Context: an optimization exercise on an open-source flow, tuned for small area, a short achievable clock period and few clock cycles. The choices shown serve that exercise and are no tape-out recipe.
The RTL was checked by simulation tests, not by an equivalence proof against the original design.
Power is estimated from default activity; no workload was simulated.

Setup of build 74:
// ambient_light_backlight_controller
module ambient_light_backlight_controller (
   input  logic       clock,
   input  logic       reset,
   input  logic        req_valid,
   output logic        req_ready,
   input  logic        req_kind,
   input  logic [15:0] req_lux_sample,
   input  logic        req_auto_mode,
   input  logic        req_slider_valid,
   input  logic [7:0]  req_slider_level,
   output logic        rsp_valid,
   input  logic        rsp_ready,
   output logic [9:0]  rsp_backlight_level,
   output logic        rsp_level_written,
   output logic [9:0]  rsp_target_level,
   output logic [15:0] rsp_filtered_lux,
   input  logic       csr_wr_en,
   input  logic [2:0] csr_index,
   input  logic [9:0] csr_wr_data
);
clock: 10.0 ns
lec_check: 0
cap_margin: 20
core_margin: 2
core_utilization: 40
setup_slack_margin: 1.5
slew_margin: 20
run.sh (not shown) runs the stock make flow with config.mk's settings and CLKGATE_MAP_FILE= SYNTH_SCRIPT=/design/flow/synth_recipe.tcl, a recipe that flattens the netlist after the stock synthesis.
Testbench counts of build 74, summed over its fixed seeds: cycles 3,920.
The following lists how build 76 was set up differently from build 74:
- an added ABC_AREA of 1
Results
- Build 74 → build 76: delay of the slowest cell on the worst path dropped 0.07 ns; count of clock-buffer cells in the layout went down by 4; sequential share of layout area rose 0.68 points; proportion of power drawn by flip-flops and latches increased by 1.2 points relative to the old numbers; die area climbed 1.9%.
- Build 76: no failed stages, no open violations at the end
--- input diff build 76..build 64 ---
- CORE_UTILIZATION now 55, was 40
[summary]
Die area (build 64 over build 76): decrease, about 27%
The run showing the smaller inserted tap cell count is build 64.
Between build 76 and build 64, the flow reports finished layout cell area decreasing slightly.
Build 64 went all the way through synthesis, placement and routing and the layout is clean on timing, DRC and antenna.
Final routed wire length divided by cell count (build 64 vs. build 76) increases by a few percent
Compared with build 76, build 64 shows a power that is about 1.6% higher.
Final critical-path share of the clock period | build 64 below build 76
Modified inputs, build 83 compared to build 64
- swapping 1.5 for 3.5 in SETUP_SLACK_MARGIN
- swapping 55 for 40 in CORE_UTILIZATION
Findings:
- The sequential share of layout area reported for build 83 is smaller than that of build 64 by 3.8 points.
- Comparing build 83 and build 64, pre-CTS setup slack is lower on build 64.
- Internal power contribution, build 83 vs build 64: up by more than a quarter
- Total power of build 83 is higher than that of build 64.
- Diff build 64 -> build 83: global routing usage summed across all routing layers saw a decrease, met3 wirelength from detailed routing +about 10%.
#### Input delta (build 66 over build 83)
- SETUP_SLACK_MARGIN changed from 3.5 to 2.5
--- outcome ---
- Worst slack on hold paths (lower): build 83
- In the flow results for build 83 and build 66, the worst setup slack after placement is larger on build 66.
- Delta(met1 routed wirelength after detailed routing, build 66 - build 83) < 0
- | worst path setup slack after routing | higher: build 66 |
- Taking build 83 as the reference, in build 66 proportion of register bits with asynchronous set or reset after synthesis did not really move, sequential share of layout area went up, via count went down, count of multi-input gates did not really move, filler-free cell count of the finished design went down.
- Wire length of the first global-routing pass in build 66 is 15000 um lower than in build 83

* * *

ambient_light_backlight_controller, a different RTL version from the one above (not shown whole).
Size in the first run: ~6100 cells after synthesis, ~50000 um2 of cells after synthesis.
Settings: LEC_CHECK=0, ABC_AREA=1, CAP_MARGIN=20, CORE_MARGIN=2, CORE_UTILIZATION=40, PLACE_DENSITY=0.85, SETUP_SLACK_MARGIN=2.0, SLEW_MARGIN=20; clock period 10.0 ns.
The starting point finished clean.
Testbench counts at the start, summed over its fixed seeds: cycles 3,925.
Edit:
Settings changed: PLACE_DENSITY 0.85 to unset.
Effect:
- fmax climbs by about 2.7%
- routed wire length rises by about 4.7%
- die area does not change
- final cell count hardly moves
- via count falls by 3.4%
- register-to-register slack is better by 0.02 ns
- synthesized cell count does not change
- count of clock-buffer cells in the layout rose by 4

* * *

Starting RTL as in the previous note.
make LEC_CHECK=0 ABC_AREA=1 CAP_MARGIN=20 CORE_MARGIN=2 CORE_UTILIZATION=40 PLACE_DENSITY=0.75 SETUP_SLACK_MARGIN=2.0 SLEW_MARGIN=20 finish   # period 10.0 ns
Testbench counts at the start, summed over its fixed seeds: cycles 3,925.
Edit:
--- a/flow/config.mk
+++ b/flow/config.mk
@@ -7,8 +7,7 @@
 export LEC_CHECK = 0
 export ABC_AREA = 1
-export CAP_MARGIN = 20
+export CAP_MARGIN = 5
 export CORE_MARGIN = 2
 export CORE_UTILIZATION = 40
-export PLACE_DENSITY = 0.75
 export SETUP_SLACK_MARGIN = 2.0
-export SLEW_MARGIN = 20
+export SLEW_MARGIN = 5
Final area grows by 0.89%; via count shrinks by 2.0%; routed wire length grows by 3.0%; sequential share of layout area shrinks by 0.22 points; count of clock-buffer cells in the layout grows by 10; worst setup slack is worse by 0.041 ns; sequential cell count is unchanged.

* * *

Another version of the RTL of ambient_light_backlight_controller (not shown whole).
For scale: roughly 5500 cells after synthesis, ~550 flip-flops, about 84 I/O pins, ~0.052 mm^2 of cells after synthesis.
Settings: LEC_CHECK=0, CAP_MARGIN=20, CORE_MARGIN=2, CORE_UTILIZATION=40, SETUP_SLACK_MARGIN=1.5, SLEW_MARGIN=20; clock period 10.0 ns.
Testbench counts at the start, summed over its fixed seeds: cycles 3,920.
Change:
SETUP_SLACK_MARGIN = unset   (was 1.5)
The new run completed with no timing, DRC or antenna violations. Setup slack is worse by 0.73 ns. Register-to-register slack is worse by 0.79 ns. Via count is lower by 2.5%. Maximum frequency is lower by 7.7%. Sequential cell count stays the same. Synthesized cell count does not change. Design area is lower by 4.3%. Core utilization is lower by 2.0 points. Routed wire length is lower by 2.2%.

afterwards: timing with drivers on the ports:
No port has a modelled driver above. Below, the same layouts with a new extraction and two added sets of constraints.
Step 1 assumes that a clkbuf_16 drives the clock port and a buf_2 every other input.
Step 2 times the ports against the registers' clock, not the clock port: input delays grow and output delays shrink by t, the midpoint of the rising clock arrivals with the driver on.
a / b / c = ideal / step 1 / step 2; a / b = the first two.
run	t (ns)	setup WS [ns]	latest minus earliest clock arrival (ns)
build 74	0.733	1.173 / 1.096 / 1.613	0.039 / 0.038
build 76	0.712	1.826 / 1.752 / 2.045	0.035 / 0.035
build 64	0.685	1.878 / 1.811 / 2.118	0.030 / 0.031
build 83	0.738	2.219 / 2.142 / 2.881	0.038 / 0.039
build 66	0.734	2.250 / 2.176 / 2.909	0.040 / 0.039
the first run of note 2	0.737	1.994 / 1.923 / 2.246	0.036 / 0.036
the second run of note 2	0.740	2.207 / 2.138 / 2.271	0.057 / 0.058
the first run of note 3	0.699	2.200 / 2.132 / 2.449	0.073 / 0.074
the second run of note 3	0.752	2.159 / 2.090 / 2.414	0.067 / 0.066
the first run of note 4	0.736	1.228 / 1.156 / 1.451	0.036 / 0.035
the second run of note 4	0.724	0.499 / 0.424 / 0.664	0.035 / 0.035
After both steps setup and hold are still met in every run listed.
